What follows belongs to an exercise in optimizing a design on an open flow for a short achievable clock period and few clock cycles per item; a production flow would make more cautious choices.
The RTL was checked by simulation tests, not by an equivalence proof against the original design.
In runs 3 and 4 the design's own scripts or RTL, not TritonCTS, make the clock network.
The clock port is modelled as an ideal driver, which makes a skipped or thinned clock tree look cheaper than it is; a real chip needs a root buffer or a tree.
Power is estimated from default activity; no workload was simulated.

==> flow/design.v, too long to show whole: its modules and the start of the top module <==
// module sample_fifo: 64 lines
// module iq_decode: 45 lines
// module fir_partial: 2419 lines
// module fm_frontend_top: 106 lines
module fm_frontend_top (
    input  logic                 clock,
    input  logic                 i_rst_n,
    input  logic                 i_in_wr_en,
    input  fm_sample_pkg::byte_t i_in_din,
    output logic                 o_in_full,
    input  logic                 i_out_rd_en,
    output fm_sample_pkg::iq_t   o_out_iq,
    output logic                 o_out_empty
);
  // ...
==> flow/flow/run.sh <==
#!/bin/bash
# Standard synthesis and layout, with repair_timing asked for extra setup
# slack and the port buffers made plain buffers. Knobs are in knobs.txt.
set -euo pipefail
here="$(cd "$(dirname "${BASH_SOURCE[0]}")" && pwd)"
mapfile -t knobs < <(grep -v '^#' "$here/knobs.txt" | grep -v '^ *$')
bash standard.sh "${knobs[@]}" finish > standard_flow.log 2>&1
==> flow/flow/knobs.txt <==
SETUP_SLACK_MARGIN=8.8
TNS_END_PERCENT=100
BUFFER_PORTS_ARGS=-buffer_cell sky130_fd_sc_hd__buf_4
CORE_UTILIZATION=60
PLACE_DENSITY=0.72
==> flow/standard.sh <==
#!/bin/bash
# synth_recipe.tcl (not shown) runs the flow's synth.tcl, then flattens the netlist and writes it again
# the make line also repeats each setting of config.mk as NAME=value (left out here)
make -C /OpenROAD-flow-scripts/flow DESIGN_CONFIG=/design/flow/config.mk WORK_HOME=/design/flow/orfs CLKGATE_MAP_FILE= SYNTH_SCRIPT=/design/flow/synth_recipe.tcl "${@:-finish}"
==> flow/config.mk <==
export PLATFORM = sky130hd
export DESIGN_NAME = fm_frontend_top
export DESIGN_NICKNAME = fm_frontend_top
export VERILOG_FILES = /design/flow/design.v
export SDC_FILE = /design/flow/constraint.sdc
export NUM_CORES = 4
export LEC_CHECK = 0
export CAP_MARGIN = 20
export CORE_MARGIN = 2
export CORE_UTILIZATION = 40
export SLEW_MARGIN = 20
==> flow/constraint.sdc <==
create_clock -name core_clock -period 12.0 [get_ports {clock}]
set_input_delay 2.4000 -clock core_clock [delete_from_list [all_inputs] [get_ports {clock}]]
set_output_delay 2.4000 -clock core_clock [all_outputs]
set_load 0.01 [all_outputs]
==> summary.txt, run 1 <==
Layout
  – Number of signal-net inverters in the final layout: 1445
  – Area used by multi-input combinational logic: 44100 µm²
  – Most frequent standard cell in the layout excluding fill and tap cells: sky130_fd_sc_hd__dfxtp_1
  – Sequential share of cell area: 40.13%
  – Footprint of the flip-flops and latches: 40080 µm²
  – Core utilization of the finished layout: 66.77%
  – Layout overhead on the synthesized area: 10.71%

Power
  – Biggest consumer: registers
  – Leakage power of the design: 43.23 nW

Critical path
  – Count of cells along the worst register-to-register path: 13
  – Kind of start point of the critical path: flop
  – Top cell family by delay on the critical path: flip-flops
  – Critical path buffer and inverter count: 1
  – Launch point of the worst reg-to-reg path: iq_decode_inst.q_lo[1]
  – Number of gates on the worst path with buffers counted: 1

Timing
  – Unrepaired setup endpoints after global routing: true
  – Worst clock skew on the final layout: 34.67 ps
  – Worst path setup slack after routing: 8117 ps

Clock network
  – Count of clock tree sinks: 1854
  – Number of buffers added to fix hold violations after cts: 0

Drt
  – DR iter-0 viols: 5229
  – Met2 routed WL: 95.99 mm
  – Total wirelength of the detailed-routed design: 228.5 mm
  – Count of TritonRoute iterations in the first routing pass: 5

Die
  – Number of core rows: 142
  – Width of the die: 391.8 µm
  – Std-Cell Core Area: 149600 µm²
  – # Taps: 2016

Global route
  – Largest net degree at the start of global routing: 194
  – Initial antenna violation count: 5

Synth
  – Total number of yosys warnings: 4
  – Synthesized-area fraction occupied by adder cells: 27.50%
  – Sequential cell area fraction in the yosys report: 44.40%
  – Post-synth net total: 9885
  – Fraction of registers with async set or reset after synthesis: 0%
  – Xor and xnor fraction of the mapped netlist area: 2.786%

Place
  – Post-placement cell count: 10340
  – Placer Congestion: 0.9809

Status
  – Run status: finished clean
Testbench counts, summed over its fixed seeds: cycles 8,224, items 2,048.
==> module sample_fifo, before the edit <==
module sample_fifo #(
    parameter int unsigned WIDTH = 54,
    parameter int unsigned DEPTH = 4
) (
    input  logic             clock,
    input  logic             i_rst_n,
    input  logic             i_wr_en,
    input  logic [WIDTH-1:0] i_din,
    input  logic             i_rd_en,
    output logic [WIDTH-1:0] o_dout,
    output logic             o_empty,
    output logic             o_pop
);
    localparam int unsigned PTR_BITS = (DEPTH > 1) ? $clog2(DEPTH) : 1;
    localparam int unsigned CNT_BITS = $clog2(DEPTH + 1);
    localparam logic [PTR_BITS-1:0] LAST_PTR = PTR_BITS'(DEPTH - 1);
    logic [WIDTH-1:0]    mem [DEPTH];
    logic [PTR_BITS-1:0] wr_ptr;
    logic [PTR_BITS-1:0] rd_ptr;
    logic [CNT_BITS-1:0] count;
    logic                fifo_ne;
    logic                load;
    logic                bypass;
    logic                push;
    logic                pull;
    assign fifo_ne = (count != '0);
    assign load    = i_rd_en || o_empty;
    assign bypass  = load && !fifo_ne && i_wr_en;
    assign push    = i_wr_en && !bypass;
    assign pull    = load && fifo_ne;
    always_ff @(posedge clock) begin
        if (i_wr_en) begin
            mem[wr_ptr] <= i_din;
        end
        if (load) begin
            o_dout <= fifo_ne ? mem[rd_ptr] : i_din;
        end
    end
    always_ff @(posedge clock) begin
        if (!i_rst_n) begin
            wr_ptr  <= '0;
            rd_ptr  <= '0;
            count   <= '0;
            o_empty <= 1'b1;
            o_pop   <= 1'b0;
        end else begin
            o_pop <= i_rd_en && !o_empty;
            if (push) begin
                wr_ptr <= (wr_ptr == LAST_PTR) ? '0 : wr_ptr + 1'b1;
            end
            if (pull) begin
                rd_ptr <= (rd_ptr == LAST_PTR) ? '0 : rd_ptr + 1'b1;
            end
            case ({push, pull})
                2'b10:   count <= count + 1'b1;
                2'b01:   count <= count - 1'b1;
                default: count <= count;
            endcase
            if (load) begin
                o_empty <= !(fifo_ne || i_wr_en);
            end
        end
    end
endmodule
==> module iq_decode, before the edit <==
module iq_decode (
    input  logic         clock,
    input  logic         i_rst_n,
    input  logic         i_acc,
    input  logic [7:0]   i_byte,
    output logic         o_done,
    output logic [15:0]  o_xi,
    output logic [15:0]  o_xq,
    output logic [303:0] o_hist_i,
    output logic [303:0] o_hist_q
);
    logic [1:0] byte_cnt;
    logic [7:0] i_lo;
    logic [7:0] i_hi;
    logic [7:0] q_lo;
    assign o_done = i_acc && (byte_cnt == 2'd3);
    assign o_xi   = {i_hi, i_lo};
    assign o_xq   = {i_byte, q_lo};
    always_ff @(posedge clock) begin
        if (!i_rst_n) begin
            byte_cnt <= 2'd0;
        end else if (i_acc) begin
            byte_cnt <= byte_cnt + 2'd1;
        end
    end
    always_ff @(posedge clock) begin
        if (i_acc) begin
            case (byte_cnt)
                2'd0:    i_lo <= i_byte;
                2'd1:    i_hi <= i_byte;
                2'd2:    q_lo <= i_byte;
                default: ;
            endcase
        end
    end
    always_ff @(posedge clock) begin
        if (!i_rst_n) begin
            o_hist_i <= '0;
            o_hist_q <= '0;
        end else if (o_done) begin
            o_hist_i <= {o_hist_i[287:0], o_xi};
            o_hist_q <= {o_hist_q[287:0], o_xq};
        end
    end
endmodule
==> module fm_frontend_top, before the edit <==
module fm_frontend_top (
    input  logic                 clock,
    input  logic                 i_rst_n,
    input  logic                 i_in_wr_en,
    input  fm_sample_pkg::byte_t i_in_din,
    output logic                 o_in_full,
    input  logic                 i_out_rd_en,
    output fm_sample_pkg::iq_t   o_out_iq,
    output logic                 o_out_empty
);
    localparam int unsigned YW = 27;    
    logic       rst_q;
    logic       acc_q;
    logic [7:0] din_q;
    logic       full_r;
    always_ff @(posedge clock) begin
        rst_q <= i_rst_n;
        acc_q <= i_in_wr_en && !full_r && i_rst_n;
        din_q <= i_in_din;
    end
    assign o_in_full = full_r;
    logic        done;
    logic [15:0] xi_new;
    logic [15:0] xq_new;
    logic [303:0] hist_i;
    logic [303:0] hist_q;
    iq_decode iq_decode_inst (
        .clock   (clock),
        .i_rst_n (rst_q),
        .i_acc   (acc_q),
        .i_byte  (din_q),
        .o_done  (done),
        .o_xi    (xi_new),
        .o_xq    (xq_new),
        .o_hist_i(hist_i),
        .o_hist_q(hist_q)
    );
    logic [YW-1:0] ps_i, pc_i, ps_q, pc_q;
    fir_partial fir_i_inst (.clock(clock), .i_hist(hist_i), .o_ps(ps_i), .o_pc(pc_i));
    fir_partial fir_q_inst (.clock(clock), .i_hist(hist_q), .o_ps(ps_q), .o_pc(pc_q));
    function automatic logic [YW-1:0] final_add(
        input logic [YW-1:0] ps,
        input logic [YW-1:0] pc,
        input logic [15:0]   x
    );
        logic [YW-1:0] ux;
        logic [YW-1:0] s;
        logic [YW-1:0] c;
        ux = {{(YW-16){1'b0}}, ~x[15], x[14:0]};
        s  = ps ^ pc ^ ux;
        c  = {((ps[YW-2:0] & pc[YW-2:0]) | (ps[YW-2:0] & ux[YW-2:0]) |
               (pc[YW-2:0] & ux[YW-2:0])), 1'b0};
        final_add = s + c;
    endfunction
    logic [YW-1:0] yi_r;
    logic [YW-1:0] yq_r;
    logic          yv_r;
    always_ff @(posedge clock) begin
        yi_r <= final_add(ps_i, pc_i, xi_new);
        yq_r <= final_add(ps_q, pc_q, xq_new);
        if (!rst_q) begin
            yv_r <= 1'b0;
        end else begin
            yv_r <= done;
        end
    end
    logic [2*YW-1:0] head;
    logic            head_empty;
    logic            pop_q;
    sample_fifo #(
        .WIDTH(2*YW),
        .DEPTH(4)
    ) out_fifo_inst (
        .clock  (clock),
        .i_rst_n(rst_q),
        .i_wr_en(yv_r),
        .i_din  ({yi_r, yq_r}),
        .i_rd_en(i_out_rd_en),
        .o_dout (head),
        .o_empty(head_empty),
        .o_pop  (pop_q)
    );
    assign o_out_empty = head_empty;
    assign o_out_iq = {{(32-YW){head[2*YW-1]}}, head[2*YW-1:YW],
                       {(32-YW){head[YW-1]}},   head[YW-1:0]};
    localparam int unsigned CAP = 4 + 1;
    localparam int unsigned CW  = $clog2(CAP + 2);
    logic [CW-1:0] commit_cnt;
    logic [CW-1:0] commit_nxt;
    always_comb begin
        commit_nxt = commit_cnt;
        if (!rst_q) begin
            commit_nxt = '0;
        end else begin
            case ({done, pop_q})
                2'b10:   commit_nxt = commit_cnt + 1'b1;
                2'b01:   commit_nxt = commit_cnt - 1'b1;
                default: commit_nxt = commit_cnt;
            endcase
        end
    end
    always_ff @(posedge clock) begin
        commit_cnt <= commit_nxt;
        full_r     <= !i_rst_n || (commit_nxt >= CW'(CAP - 1));
    end
endmodule
==> run 2, diff against run 1 <==
--- a/flow/design.v
+++ b/flow/design.v
@@ -38,133 +38,126 @@
         32'hfffffff3,
         32'h00000008,
         32'h00000001
     };
 endpackage
 `default_nettype wire
 `default_nettype none
 module sample_fifo #(
-    parameter int unsigned WIDTH = 54,
-    parameter int unsigned DEPTH = 4
+    parameter int unsigned WIDTH = 64,
+    parameter int unsigned DEPTH = 2
 ) (
     input  logic             clock,
     input  logic             i_rst_n,
     input  logic             i_wr_en,
     input  logic [WIDTH-1:0] i_din,
     input  logic             i_rd_en,
     output logic [WIDTH-1:0] o_dout,
     output logic             o_empty,
     output logic             o_pop
 );
     localparam int unsigned PTR_BITS = (DEPTH > 1) ? $clog2(DEPTH) : 1;
-    localparam int unsigned CNT_BITS = $clog2(DEPTH + 1);
-    localparam logic [PTR_BITS-1:0] LAST_PTR = PTR_BITS'(DEPTH - 1);
     logic [WIDTH-1:0]    mem [DEPTH];
     logic [PTR_BITS-1:0] wr_ptr;
     logic [PTR_BITS-1:0] rd_ptr;
-    logic [CNT_BITS-1:0] count;
-    logic                fifo_ne;
-    logic                load;
-    logic                bypass;
-    logic                push;
-    logic                pull;
-    assign fifo_ne = (count != '0);
-    assign load    = i_rd_en || o_empty;
-    assign bypass  = load && !fifo_ne && i_wr_en;
-    assign push    = i_wr_en && !bypass;
-    assign pull    = load && fifo_ne;
+    logic [PTR_BITS-1:0] rd_ptr_inc;
+    logic [DEPTH:0]      occ;         
+    logic                pop;
+    logic [WIDTH-1:0]    stay_val;
+    logic [WIDTH-1:0]    next_val;
+    assign pop        = i_rd_en && !occ[0];
+    assign rd_ptr_inc = rd_ptr + 1'b1;
+    assign stay_val   = (i_wr_en && occ[0]) ? i_din : mem[rd_ptr];
+    assign next_val   = (i_wr_en && occ[1]) ? i_din : mem[rd_ptr_inc];
     always_ff @(posedge clock) begin
         if (i_wr_en) begin
             mem[wr_ptr] <= i_din;
         end
-        if (load) begin
-            o_dout <= fifo_ne ? mem[rd_ptr] : i_din;
-        end
+        o_dout <= pop ? next_val : stay_val;
     end
     always_ff @(posedge clock) begin
         if (!i_rst_n) begin
             wr_ptr  <= '0;
             rd_ptr  <= '0;
-            count   <= '0;
+            occ     <= (DEPTH+1)'(1);
             o_empty <= 1'b1;
             o_pop   <= 1'b0;
         end else begin
-            o_pop <= i_rd_en && !o_empty;
-            if (push) begin
-                wr_ptr <= (wr_ptr == LAST_PTR) ? '0 : wr_ptr + 1'b1;
+            o_pop   <= pop;
+            o_empty <= pop ? (occ[1] && !i_wr_en) : (occ[0] && !i_wr_en);
+            if (i_wr_en) begin
+                wr_ptr <= wr_ptr + 1'b1;
             end
-            if (pull) begin
-                rd_ptr <= (rd_ptr == LAST_PTR) ? '0 : rd_ptr + 1'b1;
+            if (pop) begin
+                rd_ptr <= rd_ptr_inc;
             end
-            case ({push, pull})
-                2'b10:   count <= count + 1'b1;
-                2'b01:   count <= count - 1'b1;
-                default: count <= count;
-            endcase
-            if (load) begin
-                o_empty <= !(fifo_ne || i_wr_en);
+            if (i_wr_en && !pop) begin
+                occ <= {occ[DEPTH-1:0], 1'b0};
+            end else if (pop && !i_wr_en) begin
+                occ <= {1'b0, occ[DEPTH:1]};
             end
         end
     end
 endmodule
 `default_nettype wire
 `default_nettype none
 module iq_decode (
     input  logic         clock,
     input  logic         i_rst_n,
     input  logic         i_acc,
+    input  logic         i_last,
     input  logic [7:0]   i_byte,
+    output logic         o_next_last,
     output logic         o_done,
     output logic [15:0]  o_xi,
     output logic [15:0]  o_xq,
     output logic [303:0] o_hist_i,
     output logic [303:0] o_hist_q
 );
     logic [1:0] byte_cnt;
+    logic [1:0] cnt_next;
     logic [7:0] i_lo;
     logic [7:0] i_hi;
     logic [7:0] q_lo;
-    assign o_done = i_acc && (byte_cnt == 2'd3);
-    assign o_xi   = {i_hi, i_lo};
-    assign o_xq   = {i_byte, q_lo};
+    assign cnt_next    = !i_rst_n ? 2'd0 : (byte_cnt + {1'b0, i_acc});
+    assign o_next_last = (cnt_next == 2'd3);
+    assign o_done      = i_last;
+    assign o_xi        = {i_hi, i_lo};
+    assign o_xq        = {i_byte, q_lo};
     always_ff @(posedge clock) begin
-        if (!i_rst_n) begin
-            byte_cnt <= 2'd0;
-        end else if (i_acc) begin
-            byte_cnt <= byte_cnt + 2'd1;
-        end
+        byte_cnt <= cnt_next;
     end
     always_ff @(posedge clock) begin
         if (i_acc) begin
             case (byte_cnt)
                 2'd0:    i_lo <= i_byte;
                 2'd1:    i_hi <= i_byte;
                 2'd2:    q_lo <= i_byte;
                 default: ;
             endcase
         end
     end
     always_ff @(posedge clock) begin
         if (!i_rst_n) begin
             o_hist_i <= '0;
             o_hist_q <= '0;
-        end else if (o_done) begin
+        end else if (i_last) begin
             o_hist_i <= {o_hist_i[287:0], o_xi};
             o_hist_q <= {o_hist_q[287:0], o_xq};
         end
     end
 endmodule
 `default_nettype wire
 `default_nettype none
 module fir_partial (
     input  logic          clock,
     input  logic [303:0]  i_hist,    
-    output logic [26:0]   o_ps,
-    output logic [26:0]   o_pc
+    output logic [31:0]   o_ps,
+    output logic [31:0]   o_pc
 );
     logic [16:0] p1;
     logic [16:0] p2;
     logic [16:0] p3;
     logic [16:0] p4;
     logic [16:0] p5;
     logic [16:0] p6;
     logic [16:0] p7;
@@ -2565,52 +2558,57 @@
         s2_848 <= ~p8[15];
         s2_849 <= ~p9[16];
         s2_850 <= p9[14];
         s2_851 <= p8[16];
         s2_852 <= p9[15];
         s2_853 <= ~p9[16];
     end
     always_ff @(posedge clock) begin
-        o_ps <= {w1192, w1190, w1188, w1186, w1184, w1182, w1180, w1178, w1176, w1174, w1172, w1170, w1168, w1166, w1164, w1162, w1160, w1158, w1156, w1154, w1152, w1150, w1148, w1146, w1144, w1142, w1141};
-        o_pc <= {w1089, w1191, w1189, w1187, w1185, w1183, w1181, w1179, w1177, w1175, w1173, w1171, w1169, w1167, w1165, w1163, w1161, w1159, w1157, w1155, w1153, w1151, w1149, w1147, w1145, w1143, s2_647};
+        o_ps <= {1'b1, 1'b1, 1'b1, 1'b1, 1'b1, w1192, w1190, w1188, w1186, w1184, w1182, w1180, w1178, w1176, w1174, w1172, w1170, w1168, w1166, w1164, w1162, w1160, w1158, w1156, w1154, w1152, w1150, w1148, w1146, w1144, w1142, w1141};
+        o_pc <= {1'b0, 1'b0, 1'b0, 1'b0, 1'b0, w1089, w1191, w1189, w1187, w1185, w1183, w1181, w1179, w1177, w1175, w1173, w1171, w1169, w1167, w1165, w1163, w1161, w1159, w1157, w1155, w1153, w1151, w1149, w1147, w1145, w1143, s2_647};
     end
 endmodule
 `default_nettype wire
 `default_nettype none
 module fm_frontend_top (
     input  logic                 clock,
     input  logic                 i_rst_n,
     input  logic                 i_in_wr_en,
     input  fm_sample_pkg::byte_t i_in_din,
     output logic                 o_in_full,
     input  logic                 i_out_rd_en,
     output fm_sample_pkg::iq_t   o_out_iq,
     output logic                 o_out_empty
 );
-    localparam int unsigned YW = 27;    
+    localparam int unsigned YW = 32;
     logic       rst_q;
     logic       acc_q;
+    logic       last_q;
     logic [7:0] din_q;
     logic       full_r;
+    logic       next_last;
     always_ff @(posedge clock) begin
-        rst_q <= i_rst_n;
-        acc_q <= i_in_wr_en && !full_r && i_rst_n;
-        din_q <= i_in_din;
+        rst_q  <= i_rst_n;
+        acc_q  <= i_in_wr_en && !full_r && i_rst_n;
+        last_q <= i_in_wr_en && !full_r && i_rst_n && next_last;
+        din_q  <= i_in_din;
     end
     assign o_in_full = full_r;
     logic        done;
     logic [15:0] xi_new;
     logic [15:0] xq_new;
     logic [303:0] hist_i;
     logic [303:0] hist_q;
     iq_decode iq_decode_inst (
         .clock   (clock),
         .i_rst_n (rst_q),
         .i_acc   (acc_q),
+        .i_last  (last_q),
+        .o_next_last(next_last),
         .i_byte  (din_q),
         .o_done  (done),
         .o_xi    (xi_new),
         .o_xq    (xq_new),
         .o_hist_i(hist_i),
         .o_hist_q(hist_q)
     );
     logic [YW-1:0] ps_i, pc_i, ps_q, pc_q;
@@ -2642,31 +2640,30 @@
             yv_r <= done;
         end
     end
     logic [2*YW-1:0] head;
     logic            head_empty;
     logic            pop_q;
     sample_fifo #(
         .WIDTH(2*YW),
-        .DEPTH(4)
+        .DEPTH(2)
     ) out_fifo_inst (
         .clock  (clock),
         .i_rst_n(rst_q),
         .i_wr_en(yv_r),
         .i_din  ({yi_r, yq_r}),
         .i_rd_en(i_out_rd_en),
         .o_dout (head),
         .o_empty(head_empty),
         .o_pop  (pop_q)
     );
     assign o_out_empty = head_empty;
-    assign o_out_iq = {{(32-YW){head[2*YW-1]}}, head[2*YW-1:YW],
-                       {(32-YW){head[YW-1]}},   head[YW-1:0]};
-    localparam int unsigned CAP = 4 + 1;
+    assign o_out_iq = head;
+    localparam int unsigned CAP = 2;
     localparam int unsigned CW  = $clog2(CAP + 2);
     logic [CW-1:0] commit_cnt;
     logic [CW-1:0] commit_nxt;
     always_comb begin
         commit_nxt = commit_cnt;
         if (!rst_q) begin
             commit_nxt = '0;
         end else begin
@@ -2674,12 +2671,12 @@
                 2'b10:   commit_nxt = commit_cnt + 1'b1;
                 2'b01:   commit_nxt = commit_cnt - 1'b1;
                 default: commit_nxt = commit_cnt;
             endcase
         end
     end
     always_ff @(posedge clock) begin
         commit_cnt <= commit_nxt;
-        full_r     <= !i_rst_n || (commit_nxt >= CW'(CAP - 1));
+        full_r     <= (commit_nxt >= CW'(CAP));
     end
 endmodule
 `default_nettype wire
==> flow/flow/run.sh (replaced) <==
#!/bin/bash
# Standard synthesis and layout (the standard.sh), with:
#  - repair_timing asked for extra setup slack, port buffers made plain
#    buffers, and other ORFS knobs listed in knobs.txt;
# The whole ORFS output goes to standard_flow.log in the work folder.
set -euo pipefail
here="$(cd "$(dirname "${BASH_SOURCE[0]}")" && pwd)"
mapfile -t knobs < <(grep -v '^#' "$here/knobs.txt" | grep -v '^ *$')
bash standard.sh "${knobs[@]}" finish > standard_flow.log 2>&1
==> flow/flow/knobs.txt (replaced) <==
SETUP_SLACK_MARGIN=8.9
TNS_END_PERCENT=100
BUFFER_PORTS_ARGS=-buffer_cell sky130_fd_sc_hd__buf_4
CORE_UTILIZATION=60
PLACE_DENSITY=0.72
==> run 2 against run 1 <==
Critical path type unchanged. Hold slack improved by 4.9 ps. Combinational power fell by about 60%. Largest cell class unchanged. First-iteration DRC count fell by 15%.
==> summary.txt, run 2 <==
Synth
  – FF+latch count, synth: 1783 (was 1854)
  – Most used standard cells in the synthesized netlist: sky130_fd_sc_hd__dfxtp_1, sky130_fd_sc_hd__inv_1, sky130_fd_sc_hd__fa_1 (was sky130_fd_sc_hd__dfxtp_1, sky130_fd_sc_hd__nand2_1, sky130_fd_sc_hd__inv_1)
  – Ranking of synthesized cells by area: sky130_fd_sc_hd__dfxtp_1, sky130_fd_sc_hd__fa_1, sky130_fd_sc_hd__mux2i_1 (was sky130_fd_sc_hd__dfxtp_1, sky130_fd_sc_hd__fa_1, sky130_fd_sc_hd__edfxtp_1)
  – Cell count after synthesis: 7680 (was 8472)
  – Fraction of registers with async set or reset after synthesis: 0% (unchanged)
  – Combined area of all synthesized cells: 87050 µm² (was 90210 µm²)
  – Number of synthesized flops with an enable pin: 152 (was 294)
  – Count of unique library cells instantiated by Yosys: 79 (was 73)
  – Post-synth net total: 9089 (was 9885)
  – Most common cell in the netlist: sky130_fd_sc_hd__dfxtp_1 (unchanged)
  – Leading register cell type out of synthesis: sky130_fd_sc_hd__dfxtp_1 (unchanged)
  – Top cell type's share of synthesized area: 37.51% (was 34.62%)
  – Sequential cell area fraction in the yosys report: 42.75% (was 44.40%)
  – Yosys top cell by area: sky130_fd_sc_hd__dfxtp_1 (unchanged)
  – Total number of yosys warnings: 4 (unchanged)
  – Avg Synthesized Cell Area: 11.33 µm² (was 10.65 µm²)

Clock network
  – TritonCTS clock tree: yes (unchanged)
  – Number of buffers added to fix hold violations after cts: 0 (unchanged)
  – Count of clock tree sinks: 1783 (was 1854)
  – CTS root buffer: sky130_fd_sc_hd__clkbuf_16 (unchanged)
  – H-tree levels: 4 (unchanged)
  – Clock slew at reported path FFs: 70 ps (was 60 ps)
  – Buffer depth of the longest clock path: 3 (unchanged)
  – Worst-Skew Late Latency: 840 ps (was 820 ps)
  – Number of buffers created by CTS: 178 (was 187)

Critical path
  – Kind of start point of the critical path: flop (unchanged)
  – Launch point of the worst reg-to-reg path: iq_decode_inst.i_lo[1] (was iq_decode_inst.q_lo[1])
  – Critical setup path kind: reg2out (unchanged)
  – Highest net fanout along the worst path: 2 (was 1)
  – Critical path buffer and inverter count: 1 (unchanged)
  – Slowest CP cell: sky130_fd_sc_hd__dfxtp_4 (was sky130_fd_sc_hd__edfxtp_1)
  – Crit path cell chain: buf_6 (unchanged)
  – Biggest cell delay along the critical path: 400 ps (was 490 ps)
  – Crit. End Element: primary output (unchanged)
  – Count of cells along the worst register-to-register path: 11 (was 13)
  – Endpoint of the lowest-slack register-to-register path: yi_r[27] (was yq_r[23])
  – Top cell family by delay on the critical path: flip-flops (unchanged)
  – WP data arrival: 1360 ps (was 1480 ps)
  – Worst endpoint required time: 9600 ps (about the same)
  – Minimum setup slack among reg-to-reg paths: 8590 ps (was 8880 ps)

Layout
  – Top flop regs: iq_decode_inst.o_hist_i: 304 flops, iq_decode_inst.o_hist_q: 304 flops, out_fifo_inst.mem: 128 flops (was iq_decode_inst.o_hist_i: 304 flops, iq_decode_inst.o_hist_q: 304 flops, out_fifo_inst.mem: 216 flops)
  – Most frequent standard cell in the layout excluding fill and tap cells: sky130_fd_sc_hd__dfxtp_1 (unchanged)
  – Core utilization of the finished layout: 67.89% (was 66.77%)
  – Layout overhead on the synthesized area: 12.17% (was 10.71%)
  – Fraction of final layout cells with drive strength greater than 1: 7.570% (was 6.610%)
  – Layout Nets: 9234 (was 9955)
  – Most frequent cells in the layout: sky130_fd_sc_hd__dfxtp_1, sky130_fd_sc_hd__inv_1, sky130_fd_sc_hd__fa_1 (was sky130_fd_sc_hd__dfxtp_1, sky130_fd_sc_hd__nand2_1, sky130_fd_sc_hd__inv_1)

Timing
  – Final setup TNS: 0 ps (unchanged)
  – Fraction of the cycle the final worst path needs: 31.33% (was 32.36%)
  – Worst-Margin Slew: 1138 ps (was 1046 ps)
  – Worst clock skew on the final layout: 52.01 ps (was 34.67 ps)
  – Max frequency: 265.9 MHz (was 257.5 MHz)
  – Worst slew slack as a fraction of its limit: 24.11% (was 30.27%)
  – Unrepaired setup endpoints after global routing: true (unchanged)
  – Crit path time final: 3760 ps (was 3883 ps)
  – Final setup fails: 0 (unchanged)
  – Max-slew violation count: 0 (unchanged)
  – Fin. Hold Viols: 0 (unchanged)

Drt
  – Total wirelength of the detailed-routed design: 225.1 mm (was 228.5 mm)
  – Count of TritonRoute iterations in the first routing pass: 11 (was 5)
  – Average detailed-routed wire length per instance: 22.77 µm (was 21.32 µm)
  – Routed Antenna Nets: 0 (unchanged)
  – Vias per inst: 5.449 (was 5.458)
  – DR iter-0 viols: 4451 (was 5229)
  – DRC viols: 0 (unchanged)
  – Routed via count: 53870 (was 58510)

Place
  – Placer Congestion: 0.9557 (was 0.9809)
  – Count of buffers inserted at the top-level ports: 77 (unchanged)
  – Post-detail-place hpwl: 176.4 mm (was 172.1 mm)

Hold path
  – Sink of the worst hold path: fir_q_inst.s2_656 (was fir_i_inst.s2_701)
  – Worst Hold Path Cells: 0 (unchanged)
  – Worst hold path class: reg2reg (unchanged)
  – Beginning of the worst hold path: fir_q_inst.r18[1] (was fir_i_inst.r18[6])

Global route
  – Via count of the first global-routing pass: 55740 (was 58440)
  – Largest net degree at the start of global routing: 142 (was 194)
  – Initial antenna violation count: 7 (was 5)
  – Overall overflow remaining after global route: 0 (unchanged)
  – Wire length of the first global-routing pass: 340.2 mm (was 345.2 mm)
  – Global Route Usage Sum: 30.97% (was 29.94%)

Power
  – Switching power: 0.002805 W (was 0.003166 W)
  – Leakage power of the design: 42.90 nW (was 43.23 nW)
  – Comb pwr share: 2.9% (was 6.8%)
  – Switching Fraction: 21.91% (was 23.42%)
  – Ratio of total power to cell area: 131.1 nW/µm² (was 135.4 nW/µm²)
  – VDD IR max: 0.1296 mV (was 0.1543 mV)
  – Fraction of power consumed by sequential logic: 48.3% (was 49.0%)
  – Clock network fraction of design power: 48.8% (was 44.1%)
  – Cell internal power dissipation: 0.009995 W (was 0.01036 W)

Die
  – Std-Cell Core Area: 143800 µm² (was 149600 µm²)
  – DIE AREA: 148100 µm² (was 153500 µm²)
  – IO Count: 78 (unchanged)
  – Die boundary height: 384.9 µm (was 391.8 µm)
  – Initial standard-cell utilization of the core: 60.52% (was 60.30%)
  – Width of the die: 384.9 µm (was 391.8 µm)
  – Number of core rows: 139 (was 142)

Status
  – Run status: finished clean (unchanged)

Flow run
  – Max-cap violations: 0 (unchanged)
-- run 2: cell types whose count changed in the layout (fill, tap and decap cells not counted), moves of 54 or more --
cell and delta:
sky130_fd_sc_hd__a21oi_1 -606, sky130_fd_sc_hd__a222oi_1 +64, sky130_fd_sc_hd__dfxtp_2 +55, sky130_fd_sc_hd__edfxtp_1 -142, sky130_fd_sc_hd__inv_1 +90, sky130_fd_sc_hd__mux2i_1 +607, sky130_fd_sc_hd__mux4_2 -54, sky130_fd_sc_hd__nand2_1 -1373
sky130_fd_sc_hd__nor2_1 +609
-- run 2: how the worst max path moves through the flow --
stage | from | endpoint | slack [ps] | depth (start not counted)
after global placement | i_out_rd_en | out_fifo_inst.o_dout[32] | 7500 | 7
after detailed placement | i_out_rd_en | out_fifo_inst.o_dout[10] | 7450 | 7
after floorplan | i_out_rd_en | out_fifo_inst.o_dout[13] | 8490 | 6
after CTS | full_r | o_in_full | 8180 | 1
after global routing | full_r | o_in_full | 8200 | 1
final | full_r | o_in_full | 8240 | 1
-- run 2: metal layers --
| metal | track usage (%) | routed length, µm |
|---|---|---|
| met5 | 0 | 27 |
| met4 | 9.650 | 7318 |
| met1 | 43.55 | 97590 |
| met3 | 5.886 | 17880 |
| met2 | 48.81 | 102300 |
-- run 2: through the flow --
stage / hold WS (ps) / setup WS [ps] / cells / power (W) / cell area [µm²]
detailed placement: 312.1 / 7454 / 9515 / 0.006617 / 89650
finish: 322.6 / 8240 / 9886 / 0.01280 / 97640
global placement: 310.9 / 7499 / 9515 / 0.006605 / 89650
global route: 328.9 / 8199 / 9883 / 0.01314 / 97630
floorplan: 309.6 / 8494 / 7680 / 0.006497 / 87100
CTS: 316.7 / 8179 / 9869 / 0.01283 / 97180
-- run 2: timing repair --
action                                  CTS  global route
setup buffers                            19            13
endpoints found under the hold margin     0             0
cloned                                    1             0
endpoints found under the setup margin  415           302
resized for setup                       192            64
pin swaps                                18            22
-- run 2: cell type report --
class,count,area (µm²)
fill,10440,46190
timing repair buffer,135,1359
tap,1903,2381
clock inverter,98,1697
inverter,1535,5774
antenna,4,10.01
clock buffer,236,5005
multi-input combinational,4192,44090
sequential,1783,37320
-- run 2: cells by family after synthesis --
| logic type | count (synthesis) | share of synthesized area [%] |
|---|---|---|
| DFF | 1783 | 42.75 |
| buffers and inverters | 1706 | 7.359 |
| adders and majority gates | 1397 | 28.44 |
| and+or+nand+nor | 1108 | 5.387 |
| AOI/OAI and AO/OA | 799 | 6.250 |
| muxes | 614 | 7.062 |
| xor gates and xnor gates | 273 | 2.747 |
-- run 2: power groups by stage --
stage	Clock [W]	Sequential, W	Combinational, W
after floorplan	0	0.00627	0.000222
after detailed placement	0	0.00631	0.000309
final	0.00625	0.00618	0.000375
after CTS	0.00631	0.00618	0.000344
after global routing	0.00656	0.00618	0.000404
after global placement	0	0.00630	0.000304
Testbench counts of run 2, summed over its fixed seeds: cycles 8,216, items 2,048.
==> run 3, diff against run 2 <==
==> flow/flow/run.sh (replaced) <==
#!/bin/bash
# Standard synthesis and layout (the standard.sh), with:
#  - repair_timing asked for extra setup slack, port buffers made plain
#    buffers, and other ORFS knobs listed in knobs.txt;
#  - after clock tree synthesis, custom_cts.tcl rebuilds the clock tree as
#    port -> 4 mid buffers -> leaf buffers -> flip-flops.
# The whole ORFS output goes to standard_flow.log in the work folder.
set -euo pipefail
here="$(cd "$(dirname "${BASH_SOURCE[0]}")" && pwd)"
mapfile -t knobs < <(grep -v '^#' "$here/knobs.txt" | grep -v '^ *$')
bash standard.sh "${knobs[@]}" "POST_CTS_TCL=$here/custom_cts.tcl" finish > standard_flow.log 2>&1
==> flow/flow/custom_cts.tcl (new file) <==

set ccts_leaf_max 22
if {[info exists ::env(CCTS_LEAF_MAX)]} { set ccts_leaf_max $::env(CCTS_LEAF_MAX) }
set ccts_mids 4
set ccts_buf sky130_fd_sc_hd__clkbuf_16

proc ccts_log {msg} { puts "custom_cts: $msg" }

# Split items (lists {x y payload}) into groups of at most max by median
# bisection along the longer side of their bounding box.
proc ccts_bisect {items max} {
  if {[llength $items] <= $max} { return [list $items] }
  set xs [lmap it $items {lindex $it 0}]
  set ys [lmap it $items {lindex $it 1}]
  set xs [lsort -real $xs]
  set ys [lsort -real $ys]
  set dx [expr {[lindex $xs end] - [lindex $xs 0]}]
  set dy [expr {[lindex $ys end] - [lindex $ys 0]}]
  set k [expr {$dx >= $dy ? 0 : 1}]
  set sorted [lsort -real -index $k $items]
  set h [expr {[llength $sorted] / 2}]
  return [concat [ccts_bisect [lrange $sorted 0 [expr {$h - 1}]] $max] \
                 [ccts_bisect [lrange $sorted $h end] $max]]
}

# Split items into exactly n groups of near-equal size by recursive median
# bisection along the longer side of their bounding box.
proc ccts_split_n {items n} {
  if {$n <= 1} { return [list $items] }
  set xs [lsort -real [lmap it $items {lindex $it 0}]]
  set ys [lsort -real [lmap it $items {lindex $it 1}]]
  set dx [expr {[lindex $xs end] - [lindex $xs 0]}]
  set dy [expr {[lindex $ys end] - [lindex $ys 0]}]
  set k [expr {$dx >= $dy ? 0 : 1}]
  set sorted [lsort -real -index $k $items]
  set n1 [expr {$n / 2}]
  set n2 [expr {$n - $n1}]
  set h [expr {int(round(double([llength $sorted]) * $n1 / $n))}]
  return [concat [ccts_split_n [lrange $sorted 0 [expr {$h - 1}]] $n1] \
                 [ccts_split_n [lrange $sorted $h end] $n2]]
}

proc ccts_centroid {items} {
  set sx 0.0
  set sy 0.0
  foreach it $items {
    set sx [expr {$sx + [lindex $it 0]}]
    set sy [expr {$sy + [lindex $it 1]}]
  }
  set n [llength $items]
  return [list [expr {$sx / $n}] [expr {$sy / $n}]]
}

proc ccts_inst_center {inst} {
  set b [$inst getBBox]
  return [list [expr {($b xMin) + 0.0}] [expr {($b yMin) + 0.0}] \
               [expr {([$b xMin] + [$b xMax]) / 2.0}] [expr {([$b yMin] + [$b yMax]) / 2.0}]]
}

set ccts_block [ord::get_db_block]
set ccts_db [ord::get_db]
set ccts_master [$ccts_db findMaster $ccts_buf]
set ccts_pnet [[$ccts_block findBTerm clock] getNet]

# Walk the existing tree from the clock port.
set ccts_sinks {}
set ccts_tree_insts {}
set ccts_tree_nets {}
set ccts_queue [list $ccts_pnet]
while {[llength $ccts_queue]} {
  set net [lindex $ccts_queue 0]
  set ccts_queue [lrange $ccts_queue 1 end]
  foreach it [$net getITerms] {
    if {[$it isOutputSignal]} { continue }
    set inst [$it getInst]
    set m [$inst getMaster]
    set mname [$m getName]
    if {[$m isSequential]} {
      lappend ccts_sinks $it
      continue
    }
    set drives 0
    foreach oit [$inst getITerms] {
      if {[$oit isOutputSignal] && [$oit getNet] ne "NULL"} { set drives 1 }
    }
    # a cell that drives the tree must be a plain buffer; the others are
    # CTS's dummy loads
    if {$drives && ![string match "*clkbuf*" $mname] && ![string match "*__buf_*" $mname]} {
      error "custom_cts: unexpected cell [$inst getName] ($mname) in the clock tree"
    }
    lappend ccts_tree_insts $inst
    foreach oit [$inst getITerms] {
      if {[$oit isOutputSignal] && [$oit getNet] ne "NULL"} {
        lappend ccts_tree_nets [$oit getNet]
        lappend ccts_queue [$oit getNet]
      }
    }
  }
}
ccts_log "[llength $ccts_sinks] sinks, removing [llength $ccts_tree_insts] tree cells and [llength $ccts_tree_nets] nets"

# Sink positions (the clock pin's cell centre).
set ccts_items {}
foreach it $ccts_sinks {
  set b [[$it getInst] getBBox]
  lappend ccts_items [list [expr {([$b xMin] + [$b xMax]) / 2.0}] \
                           [expr {([$b yMin] + [$b yMax]) / 2.0}] $it]
}

# Take the old tree down.
foreach it $ccts_sinks { $it disconnect }
foreach inst $ccts_tree_insts { odb::dbInst_destroy $inst }
foreach net $ccts_tree_nets { odb::dbNet_destroy $net }

set ccts_site_h 2720
proc ccts_place {inst x y} {
  set m [$inst getMaster]
  set w [$m getWidth]
  set h [$m getHeight]
  set core [[ord::get_db_block] getCoreArea]
  set lx [expr {int($x - $w / 2.0)}]
  set ly [expr {int($y - $h / 2.0)}]
  set lx [expr {max([$core xMin], min($lx, [$core xMax] - $w))}]
  set ly [expr {max([$core yMin], min($ly, [$core yMax] - $h))}]
  $inst setLocation $lx $ly
  $inst setPlacementStatus PLACED
}

# Leaves.
set ccts_nleaves [expr {int(ceil(double([llength $ccts_items]) / $ccts_leaf_max))}]
set ccts_groups [ccts_split_n $ccts_items $ccts_nleaves]
set ccts_leaves {}
set li 0
foreach g $ccts_groups {
  lassign [ccts_centroid $g] cx cy
  set inst [odb::dbInst_create $ccts_block $ccts_master "cclk_leaf_$li"]
  set net [odb::dbNet_create $ccts_block "cclk_leaf_net_$li"]
  $net setSigType CLOCK
  foreach oit [$inst getITerms] {
    if {[$oit isOutputSignal]} { $oit connect $net }
  }
  foreach item $g { [lindex $item 2] connect $net }
  ccts_place $inst $cx $cy
  lappend ccts_leaves [list $cx $cy $inst]
  incr li
}

# Mids.
set ccts_mid_groups [ccts_split_n $ccts_leaves $ccts_mids]
set mi 0
foreach g $ccts_mid_groups {
  lassign [ccts_centroid $g] cx cy
  set inst [odb::dbInst_create $ccts_block $ccts_master "cclk_mid_$mi"]
  set net [odb::dbNet_create $ccts_block "cclk_mid_net_$mi"]
  $net setSigType CLOCK
  foreach oit [$inst getITerms] {
    if {[$oit isOutputSignal]} { $oit connect $net }
    if {[$oit isInputSignal]} { $oit connect $ccts_pnet }
  }
  foreach item $g {
    set leaf [lindex $item 2]
    foreach iit [$leaf getITerms] {
      if {[$iit isInputSignal]} { $iit connect $net }
    }
  }
  ccts_place $inst $cx $cy
  incr mi
}
$ccts_pnet setSigType CLOCK
ccts_log "built [llength $ccts_leaves] leaves and $mi mids"

detailed_placement
check_placement
global_connect
==> run 3 against run 2 <==
Critical endpoint is now yi_r[31]. Register-to-register slack worse by 90 ps. Clock skew is 2.4 ps higher. Sequential share of layout area is 1.7 points higher. Combinational power is 1% higher. Via count is 1.4% lower. Highest routed layer unchanged.
==> summary.txt, run 3 <==
Synth
  – FF+latch count, synth: 1783 (unchanged)
  – Multiplexer share of the synthesized area: 7.062% (unchanged)
  – Total number of yosys warnings: 4 (unchanged)
  – Count of unique library cells instantiated by Yosys: 79 (unchanged)
  – Yosys top cell by area: sky130_fd_sc_hd__dfxtp_1 (unchanged)
  – Ranking of synthesized cells by area: sky130_fd_sc_hd__dfxtp_1, sky130_fd_sc_hd__fa_1, sky130_fd_sc_hd__mux2i_1 (unchanged)
  – Synthesized-area fraction occupied by adder cells: 28.44% (unchanged)
  – Fraction of the mapped netlist area in simple logic gates: 5.387% (unchanged)
  – Fraction of the mapped netlist area in compound gates: 6.249% (unchanged)
  – Most used standard cells in the synthesized netlist: sky130_fd_sc_hd__dfxtp_1, sky130_fd_sc_hd__inv_1, sky130_fd_sc_hd__fa_1 (unchanged)
  – Avg Synthesized Cell Area: 11.33 µm² (unchanged)
  – Most common cell in the netlist: sky130_fd_sc_hd__dfxtp_1 (unchanged)
  – Number of synthesized flops with an enable pin: 152 (unchanged)
  – Fraction of registers with async set or reset after synthesis: 0% (unchanged)
  – Top cell type's share of synthesized area: 37.51% (unchanged)
  – Cell count after synthesis: 7680 (unchanged)
  – Leading register cell type out of synthesis: sky130_fd_sc_hd__dfxtp_1 (unchanged)
  – Largest family of logic cells by synthesized area: adder cells (unchanged)
  – Combined area of all synthesized cells: 87050 µm² (unchanged)
  – Post-synth net total: 9089 (unchanged)
  – Sequential cell area fraction in the yosys report: 42.75% (unchanged)
  – Xor and xnor fraction of the mapped netlist area: 2.747% (unchanged)

Drt
  – Routed Antenna Nets: 0 (unchanged)
  – DRC viols: 0 (unchanged)
  – Vias per inst: 5.503 (was 5.449)
  – Total wirelength of the detailed-routed design: 224.2 mm (was 225.1 mm)
  – Count of TritonRoute iterations in the first routing pass: 9 (was 11)
  – DR iter-0 viols: 4637 (was 4451)
  – Routed via count: 53120 (was 53870)
  – Average detailed-routed wire length per instance: 23.23 µm (was 22.77 µm)

Layout
  – Fill cells: 10800 (was 10440)
  – Area used by multi-input combinational logic: 44110 µm² (was 44090 µm²)
  – Fraction of final layout cells with drive strength greater than 1: 5.280% (was 7.570%)
  – Top flop regs: iq_decode_inst.o_hist_i: 304 flops, iq_decode_inst.o_hist_q: 304 flops, out_fifo_inst.mem: 128 flops (unchanged)
  – Cell Count, Final, Fillers Out: 9652 (was 9886)
  – Core utilization of the finished layout: 64.98% (was 67.89%)
  – Layout Nets: 9157 (was 9234)
  – Most frequent standard cell in the layout excluding fill and tap cells: sky130_fd_sc_hd__dfxtp_1 (unchanged)
  – Footprint of the flip-flops and latches: 37320 µm² (unchanged)
  – Layout overhead on the synthesized area: 7.356% (was 12.17%)
  – Most frequent cells in the layout: sky130_fd_sc_hd__dfxtp_1, sky130_fd_sc_hd__inv_1, sky130_fd_sc_hd__fa_1 (unchanged)

Die
  – Initial standard-cell utilization of the core: 60.52% (unchanged)
  – IO Count: 78 (unchanged)
  – Number of core rows: 139 (unchanged)
  – DIE AREA: 148100 µm² (unchanged)
  – Width of the die: 384.9 µm (unchanged)
  – Std-Cell Core Area: 143800 µm² (unchanged)
  – Die boundary height: 384.9 µm (unchanged)

Timing
  – Final setup TNS: 0 ps (unchanged)
  – Worst path setup slack after routing: 8502 ps (was 8240 ps)
  – Worst slew slack as a fraction of its limit: 29.48% (was 24.11%)
  – Worst-Margin Slew: 1058 ps (was 1138 ps)
  – Crit path time final: 3498 ps (was 3760 ps)
  – Fraction of the cycle the final worst path needs: 29.15% (was 31.33%)
  – Final setup fails: 0 (unchanged)
  – Unrepaired setup endpoints after global routing: true (unchanged)
  – Fin. Hold Viols: 0 (unchanged)
  – Worst clock skew on the final layout: 54.41 ps (was 52.01 ps)
  – Max frequency: 285.9 MHz (was 265.9 MHz)
  – Max-slew violation count: 0 (unchanged)

Power
  – Leakage power of the design: 40.89 nW (was 42.90 nW)
  – VDD IR max: 0.1434 mV (was 0.1296 mV)
  – Ratio of total power to cell area: 102.9 nW/µm² (was 131.1 nW/µm²)

Critical path
  – WP data arrival: 3940 ps (was 1360 ps)
  – Biggest cell delay along the critical path: 510 ps (was 400 ps)
  – Highest net fanout along the worst path: 5 (was 2)
  – Crit. End Element: flop (was primary output)
  – Top cell family by delay on the critical path: compound AO/OA/AOI/OAI gates (was flip-flops)
  – Kind of start point of the critical path: flop (unchanged)
  – Crit path cell chain: fa_1, ha_4, fa_2, a21o_1, nand4_1, a31oi_4, a221oi_4, o221ai_4, a31o_4, buf_12, a2111oi_4 (was buf_6)
  – Critical setup path kind: reg2reg (was reg2out)
  – Slowest CP cell: sky130_fd_sc_hd__fa_1 (was sky130_fd_sc_hd__dfxtp_4)
  – Worst endpoint required time: 12440 ps (was 9600 ps)
  – Critical path buffer and inverter count: 1 (unchanged)

Global route
  – Global Route Usage Sum: 30.45% (was 30.97%)
  – Peak-usage layer in the global routing report: met2 (unchanged)
  – Global routing usage on met2: 49.07% (was 48.81%)
  – Largest net degree at the start of global routing: 142 (unchanged)
  – Wire length of the first global-routing pass: 336.3 mm (was 340.2 mm)
  – Overall overflow remaining after global route: 0 (unchanged)
  – Via count of the first global-routing pass: 55020 (was 55740)
  – Initial antenna violation count: 8 (was 7)
  – Met3 Track Usage GR: 4.738% (was 5.886%)
  – Met1 layer usage reported by global route: 43.09% (was 43.55%)

Place
  – Post-placement cell count: 9515 (unchanged)
  – Count of buffers inserted at the top-level ports: 77 (unchanged)
  – Placer Congestion: 0.9557 (unchanged)
  – Post-detail-place hpwl: 176.4 mm (unchanged)
  – Pre-CTS setup slack: 7454 ps (unchanged)

Status
  – Run status: finished clean (unchanged)

Clock network
  – Count of clock tree sinks: 1783 (unchanged)
  – Worst-Skew Late Latency: 590 ps (was 840 ps)
  – Clock slew at reported path FFs: 90 ps (was 70 ps)

Flow run
  – Max-cap violations: 0 (unchanged)

Hold path
  – Worst hold path class: reg2reg (unchanged)
[run 3: changes by cell type in the layout (fill, tap and decap cells not counted), moves of 4 or more]
cell                         delta
sky130_fd_sc_hd__clkinv_16      -8
sky130_fd_sc_hd__ha_2           +4
sky130_fd_sc_hd__clkbuf_16     -87
sky130_fd_sc_hd__bufinv_16     -35
sky130_fd_sc_hd__inv_16         -4
sky130_fd_sc_hd__ha_4           -5
sky130_fd_sc_hd__clkbuf_1      -27
sky130_fd_sc_hd__clkinvlp_4    -10
sky130_fd_sc_hd__clkbuf_8      -28
sky130_fd_sc_hd__buf_12         +8
sky130_fd_sc_hd__clkinv_2      -27
sky130_fd_sc_hd__clkinv_1       -6
[run 3: per-stage QoR]
step	total power [W]	hold WS, ps	area (µm²)
after floorplan	0.006497	309.6	87100
after global placement	0.006605	310.9	89650
after detailed placement	0.006617	312.1	89650
after global routing	0.009896	329.3	93450
final	0.009620	319.3	93450
[run 3: final timing paths]
path                                             start                  to  slack [ps]  depth (start not counted)
worst max register to register  iq_decode_inst.i_lo[1]            yi_r[31]        8500                         11
worst max-delay path            iq_decode_inst.i_lo[1]            yi_r[31]        8500                         11
worst min-delay path                 fir_i_inst.s2_647  fir_i_inst.o_pc[0]         320                          0
worst min register to register       fir_i_inst.s2_647  fir_i_inst.o_pc[0]         320                          0
[run 3: kinds of logic (layout without fill, tap and decap cells)]
| kind of cell | count (synthesis) | count (layout) |
|---|---|---|
| buffers and inverters | 1706 | 1770 |
| other | 0 | 3 |
| AO/OA/AOI/OAI | 799 | 801 |
| flip-flops | 1783 | 1783 |
| AND/OR/NAND/NOR | 1108 | 1108 |
| XOR/XNOR | 273 | 273 |
| adder cells (fa/ha/maj) | 1397 | 1397 |
| multiplexers | 614 | 614 |
[run 3: worst reg2reg max path: cells and delay by family (launching register included)]
| family | cells | cell delay, ps |
|---|---|---|
| AOI/OAI and AO/OA | 6 | 1550 |
| adders and majority gates | 3 | 1090 |
| buffers and inverters | 1 | 140 |
| DFF | 1 | 410 |
| and+or+nand+nor | 1 | 180 |
[run 3: layout make-up]
type	count	share of cell area, %
Antenna cell	3	0.008033
Buffer	86	2.303
Inverter	1535	6.192
Multi-Input combinational cell	4193	47.20
Sequential cell	1783	39.94
Tap cell	1903	2.548
Timing Repair Buffer	149	1.815
[run 3: metal layers]
metal | wire [µm] | part of all wire [%]
met4 | 6622 | 3.0
met2 | 103200 | 46
met3 | 16040 | 7.2
met1 | 98310 | 44
met5 | 66 | 0.029
[run 3: power breakdown]
group	total (W)	internal, W	switching (W)
logic	0.000380	0.000161	0.000220
registers	0.00617	0.00610	0.0000721
clock network	0.00307	0.00126	0.00181
==> run 4, diff against run 3 <==
--- a/flow/design.v
+++ b/flow/design.v
@@ -2614,7 +2614,7 @@
     logic [YW-1:0] ps_i, pc_i, ps_q, pc_q;
     fir_partial fir_i_inst (.clock(clock), .i_hist(hist_i), .o_ps(ps_i), .o_pc(pc_i));
     fir_partial fir_q_inst (.clock(clock), .i_hist(hist_q), .o_ps(ps_q), .o_pc(pc_q));
-    function automatic logic [YW-1:0] final_add(
+    function automatic logic [2*YW-1:0] final_csa(
         input logic [YW-1:0] ps,
         input logic [YW-1:0] pc,
         input logic [15:0]   x
@@ -2626,20 +2626,24 @@
         s  = ps ^ pc ^ ux;
         c  = {((ps[YW-2:0] & pc[YW-2:0]) | (ps[YW-2:0] & ux[YW-2:0]) |
                (pc[YW-2:0] & ux[YW-2:0])), 1'b0};
-        final_add = s + c;
+        final_csa = {s, c};
     endfunction
-    logic [YW-1:0] yi_r;
-    logic [YW-1:0] yq_r;
+    logic [YW-1:0] yis_r, yic_r;
+    logic [YW-1:0] yqs_r, yqc_r;
+    logic [YW-1:0] yi;
+    logic [YW-1:0] yq;
     logic          yv_r;
     always_ff @(posedge clock) begin
-        yi_r <= final_add(ps_i, pc_i, xi_new);
-        yq_r <= final_add(ps_q, pc_q, xq_new);
+        {yis_r, yic_r} <= final_csa(ps_i, pc_i, xi_new);
+        {yqs_r, yqc_r} <= final_csa(ps_q, pc_q, xq_new);
         if (!rst_q) begin
             yv_r <= 1'b0;
         end else begin
             yv_r <= done;
         end
     end
+    assign yi = yis_r + yic_r;
+    assign yq = yqs_r + yqc_r;
     logic [2*YW-1:0] head;
     logic            head_empty;
     logic            pop_q;
@@ -2650,7 +2654,7 @@
         .clock  (clock),
         .i_rst_n(rst_q),
         .i_wr_en(yv_r),
-        .i_din  ({yi_r, yq_r}),
+        .i_din  ({yi, yq}),
         .i_rd_en(i_out_rd_en),
         .o_dout (head),
         .o_empty(head_empty),
--- a/flow/flow/custom_cts.tcl
+++ b/flow/flow/custom_cts.tcl
@@ -3,6 +3,8 @@
 if {[info exists ::env(CCTS_LEAF_MAX)]} { set ccts_leaf_max $::env(CCTS_LEAF_MAX) }
 set ccts_mids 4
 set ccts_buf sky130_fd_sc_hd__clkbuf_16
+set ccts_leaf_buf sky130_fd_sc_hd__clkbuf_16
+if {[info exists ::env(CCTS_LEAF_BUF)]} { set ccts_leaf_buf $::env(CCTS_LEAF_BUF) }
 
 proc ccts_log {msg} { puts "custom_cts: $msg" }
 
@@ -60,6 +62,7 @@
 set ccts_block [ord::get_db_block]
 set ccts_db [ord::get_db]
 set ccts_master [$ccts_db findMaster $ccts_buf]
+set ccts_leaf_master [$ccts_db findMaster $ccts_leaf_buf]
 set ccts_pnet [[$ccts_block findBTerm clock] getNet]
 
 # Walk the existing tree from the clock port.
@@ -133,7 +136,7 @@
 set li 0
 foreach g $ccts_groups {
   lassign [ccts_centroid $g] cx cy
-  set inst [odb::dbInst_create $ccts_block $ccts_master "cclk_leaf_$li"]
+  set inst [odb::dbInst_create $ccts_block $ccts_leaf_master "cclk_leaf_$li"]
   set net [odb::dbNet_create $ccts_block "cclk_leaf_net_$li"]
   $net setSigType CLOCK
   foreach oit [$inst getITerms] {
==> run 4 against run 3 <==
Power increased by 1.7%. Routed wire length fell by 1.3%. First-iteration DRC count shrank 12%. Sequential share of layout area is 0.83 points lower. Global-route usage is 2.1 points lower. Hold slack gained 5.3 ps. Synthesized cell count increased by 5.2%. Critical path type is now reg2out. Critical endpoint is now o_out_iq[32]. Highest routed layer unchanged.
==> summary.txt, run 4 <==
Layout
  – Layout overhead on the synthesized area: 6.960% (was 7.356%)
  – Fraction of final layout cells with drive strength greater than 1: 5.450% (was 5.280%)
  – Most frequent cells in the layout: sky130_fd_sc_hd__dfxtp_1, sky130_fd_sc_hd__inv_1, sky130_fd_sc_hd__fa_1 (unchanged)
  – Most frequent standard cell in the layout excluding fill and tap cells: sky130_fd_sc_hd__dfxtp_1 (unchanged)
  – Layout Nets: 9538 (was 9157)
  – Design area: 97690 µm² (was 93450 µm²)
  – Top flop regs: iq_decode_inst.o_hist_i: 304 flops, iq_decode_inst.o_hist_q: 304 flops, out_fifo_inst.mem: 128 flops (unchanged)
  – Fill cells: 11570 (was 10800)

Clock network
  – Clock slew at reported path FFs: 90 ps (about the same)
  – Worst-Skew Late Latency: 590 ps (about the same)
  – Count of clock tree sinks: 1827 (was 1783)

Critical path
  – Critical path buffer and inverter count: 1 (unchanged)
  – Launch point of the worst reg-to-reg path: iq_decode_inst.o_hist_i[64] (was iq_decode_inst.i_lo[1])
  – WP data arrival: 1070 ps (was 3940 ps)
  – Crit. End Element: primary output (was flop)
  – Critical setup path kind: reg2out (was reg2reg)
  – Minimum setup slack among reg-to-reg paths: 8990 ps (was 8500 ps)
  – Worst endpoint required time: 9600 ps (was 12440 ps)
  – Slowest CP cell: sky130_fd_sc_hd__dfxtp_4 (was sky130_fd_sc_hd__fa_1)
  – Endpoint of the lowest-slack register-to-register path: fir_i_inst.p5[14] (was yi_r[31])
  – Biggest cell delay along the critical path: 400 ps (was 510 ps)
  – Top cell family by delay on the critical path: flip-flops (was compound AO/OA/AOI/OAI gates)
  – Count of cells along the worst register-to-register path: 10 (was 11)
  – Crit path cell chain: buf_6 (was fa_1, ha_4, fa_2, a21o_1, nand4_1, a31oi_4, a221oi_4, o221ai_4, a31o_4, buf_12, a2111oi_4)
  – Highest net fanout along the worst path: 1 (was 5)
  – Kind of start point of the critical path: flop (unchanged)

Hold path
  – Sink of the worst hold path: fir_i_inst.s2_764 (was fir_i_inst.o_pc[0])
  – Worst Hold Path Cells: 0 (unchanged)
  – Beginning of the worst hold path: fir_i_inst.r18[13] (was fir_i_inst.s2_647)
  – Worst hold path class: reg2reg (unchanged)

Timing
  – Max-slew violation count: 0 (unchanged)
  – Final setup TNS: 0 ps (unchanged)
  – Worst clock skew on the final layout: 38.15 ps (was 54.41 ps)
  – Crit path time final: 3473 ps (was 3498 ps)
  – Worst slew slack as a fraction of its limit: 26.25% (was 29.48%)
  – Fin. Hold Viols: 0 (unchanged)
  – Unrepaired setup endpoints after global routing: true (unchanged)
  – Max frequency: 287.9 MHz (was 285.9 MHz)
  – Worst Hold Slack: 324.7 ps (was 319.3 ps)
  – Worst-Margin Slew: 1106 ps (was 1058 ps)
  – Fraction of the cycle the final worst path needs: 28.94% (was 29.15%)
  – Final setup fails: 0 (unchanged)

Global route
  – Via count of the first global-routing pass: 56390 (was 55020)
  – Wire length of the first global-routing pass: 335.8 mm (was 336.3 mm)
  – Overall overflow remaining after global route: 0 (unchanged)
  – Initial antenna violation count: 3 (was 8)
  – Largest net degree at the start of global routing: 269 (was 142)
  – Global Route Usage Sum: 28.37% (was 30.45%)

Place
  – Area of placed instances: 94060 µm² (was 89650 µm²)
  – Placer Congestion: 0.9282 (was 0.9557)
  – Count of buffers inserted at the top-level ports: 77 (unchanged)
  – Post-detail-place hpwl: 173.0 mm (was 176.4 mm)

Drt
  – Highest routing layer actually used: met5 (unchanged)
  – DR iter-0 viols: 4074 (was 4637)
  – Total wirelength of the detailed-routed design: 221.4 mm (was 224.2 mm)
  – M1 wire length: 102.7 mm (was 98.31 mm)
  – Routed Antenna Nets: 0 (unchanged)
  – Met3 routed wirelength: 16.58 mm (was 16.04 mm)
  – Count of TritonRoute iterations in the first routing pass: 5 (was 9)
  – Vias per inst: 5.420 (was 5.503)
  – Met2 routed WL: 97.29 mm (was 103.2 mm)
  – Routed via count: 55070 (was 53120)
  – DRC viols: 0 (unchanged)
  – Average detailed-routed wire length per instance: 21.79 µm (was 23.23 µm)

Synth
  – Most common cell in the netlist: sky130_fd_sc_hd__dfxtp_1 (unchanged)
  – Number of synthesized flops with an enable pin: 152 (unchanged)
  – Top cell type's share of synthesized area: 36.71% (was 37.51%)
  – Leading register cell type out of synthesis: sky130_fd_sc_hd__dfxtp_1 (unchanged)
  – Most used standard cells in the synthesized netlist: sky130_fd_sc_hd__dfxtp_1, sky130_fd_sc_hd__inv_1, sky130_fd_sc_hd__fa_1 (unchanged)
  – Post-synth net total: 9490 (was 9089)
  – FF+latch count, synth: 1827 (was 1783)
  – Sequential cell area fraction in the yosys report: 41.71% (was 42.75%)
  – Total number of yosys warnings: 4 (unchanged)
  – Yosys top cell by area: sky130_fd_sc_hd__dfxtp_1 (unchanged)
  – Cell count after synthesis: 8083 (was 7680)
  – Avg Synthesized Cell Area: 11.30 µm² (was 11.33 µm²)
  – Combined area of all synthesized cells: 91340 µm² (was 87050 µm²)
  – Ranking of synthesized cells by area: sky130_fd_sc_hd__dfxtp_1, sky130_fd_sc_hd__fa_1, sky130_fd_sc_hd__mux2i_1 (unchanged)
  – Count of unique library cells instantiated by Yosys: 73 (was 79)
  – Fraction of registers with async set or reset after synthesis: 0% (unchanged)

Die
  – DIE AREA: 155400 µm² (was 148100 µm²)
  – Die boundary height: 394.2 µm (was 384.9 µm)
  – Width of the die: 394.2 µm (was 384.9 µm)
  – Std-Cell Core Area: 151500 µm² (was 143800 µm²)
  – Number of core rows: 143 (was 139)
  – IO Count: 78 (unchanged)
  – Initial standard-cell utilization of the core: 60.27% (was 60.52%)

Power
  – Switching power: 0.002135 W (was 0.002102 W)
  – VDD IR max: 0.1462 mV (was 0.1434 mV)
  – Cell internal power dissipation: 0.007652 W (was 0.007518 W)
  – Leakage power of the design: 40.93 nW (was 40.89 nW)
  – Switching Fraction: 21.82% (was 21.85%)
  – Pwr Total: 0.009787 W (was 0.009620 W)
  – Clock network fraction of design power: 32.1% (was 31.9%)
  – Comb pwr share: 4.3% (was 4.0%)
  – Fraction of power consumed by sequential logic: 63.6% (was 64.1%)
  – Ratio of total power to cell area: 100.2 nW/µm² (was 102.9 nW/µm²)

Flow run
  – Max-cap violations: 0 (unchanged)

Status
  – Run status: finished clean (unchanged)
run 4: cell types whose count changed after synthesis, sizes merged, moves of 23 or more:
cell / delta
nor2b: +614
a21o: -48
dfxtp: +44
a222oi: -58
a21oi: +23
nand3: +52
nor2: -547
mux2i: +78
inv: -63
o211ai: +30
o21ai: +45
nand2: +84
run 4: kinds of logic after synthesis:
| kind of cell | Yosys count | share of synthesized area, % |
|---|---|---|
| adder cells (fa/ha/maj) | 1395 | 27.07 |
| AO/OA/AOI/OAI | 852 | 6.036 |
| buffers and inverters | 1667 | 6.859 |
| multiplexers | 697 | 7.647 |
| AND/OR/NAND/NOR | 1388 | 8.217 |
| flip-flops | 1827 | 41.71 |
| XOR/XNOR | 257 | 2.464 |
run 4: through the flow:
stage               setup slack (ps)  instances  util [%]
finish                          8527      10160     64.46
global placement                7309      10030     62.07
global route                    8515      10160     64.46
detailed placement              7321      10030     62.07
floorplan                       8349       8083         -
run 4: worst max-delay path by stage:
stage,from,endpoint,slack (ps),cells past startpoint
after detailed placement,i_out_rd_en,out_fifo_inst.o_dout[58],7320,9
after global placement,i_out_rd_en,out_fifo_inst.o_dout[58],7310,9
after global routing,out_fifo_inst.o_dout[32],o_out_iq[32],8510,1
after floorplan,i_out_rd_en,out_fifo_inst.occ[1],8350,9
final,out_fifo_inst.o_dout[32],o_out_iq[32],8530,1
run 4: area by class of cell:
class	count	area [µm²]	share of cell area [%]
Timing Repair Buffer	151	1618	1.656
Buffer	88	2202	2.254
Tap cell	2030	2540	2.600
Multi-Input combinational cell	4589	47540	48.66
Timing Repair inverter	2	27.53	0.02818
Inverter	1472	5552	5.683
Antenna cell	3	7.507	0.007685
Sequential cell	1827	38200	39.11
run 4: power by group through the flow:
stage	Sequential [W]	Combinational (W)	Clock, W
global route	0.00623	0.000449	0.00341
finish	0.00623	0.000420	0.00314
floorplan	0.00636	0.000269	0
global placement	0.00637	0.000378	0
detailed placement	0.00637	0.000387	0
run 4: layer usage:
metal	vias to the layer above	GRT usage, %
met2	1483	43.27
met5	-	0
li1	25690	-
met4	4	5.590
met1	27650	42.75
met3	243	4.940
Testbench counts of run 4, summed over its fixed seeds: cycles 8,216, items 2,048.

separate check: timing with driven ports:
The results above use ideal ports. As a check the final layouts listed here were re-extracted and re-timed, cells and wires unchanged.
Step 1: set_driving_cell puts a clkbuf_16 on clock and a buf_2 on each other input, an assumption about the parent block.
Step 2 adds t to the input delays and takes it off the output delays; t is the mean of the earliest and latest rising clock arrival at the registers after step 1. Input paths then give back, and output paths get back, about the clock's delay inside the block.
a / b / c = ideal / step 1 / step 2; a / b = the first two.
| run | t (ns) | setup slack, ns | worst setup path after step 2 | slew at the worst register clock pin (ns) | worst slew at a driven data input, ns |
|---|---|---|---|---|---|
| run 1 | 0.885 | 8.117 / 8.040 / 7.934 | input to register | 0.07 / 0.07 | 0.05 |
| run 2 | 0.896 | 8.240 / 8.165 / 7.810 | input to register | 0.07 / 0.07 | 0.35 |
| run 3 | 0.732 | 8.502 / 8.356 / 7.757 | input to register | 0.11 / 0.11 | 0.36 |
| run 4 | 0.744 | 8.527 / 8.352 / 8.074 | input to register | 0.10 / 0.10 | 0.04 |
After both steps every run listed still meets setup and hold. The setup slack of run 3, which loses most, moves by -0.146 ns with the drivers and by -0.745 ns with both steps.
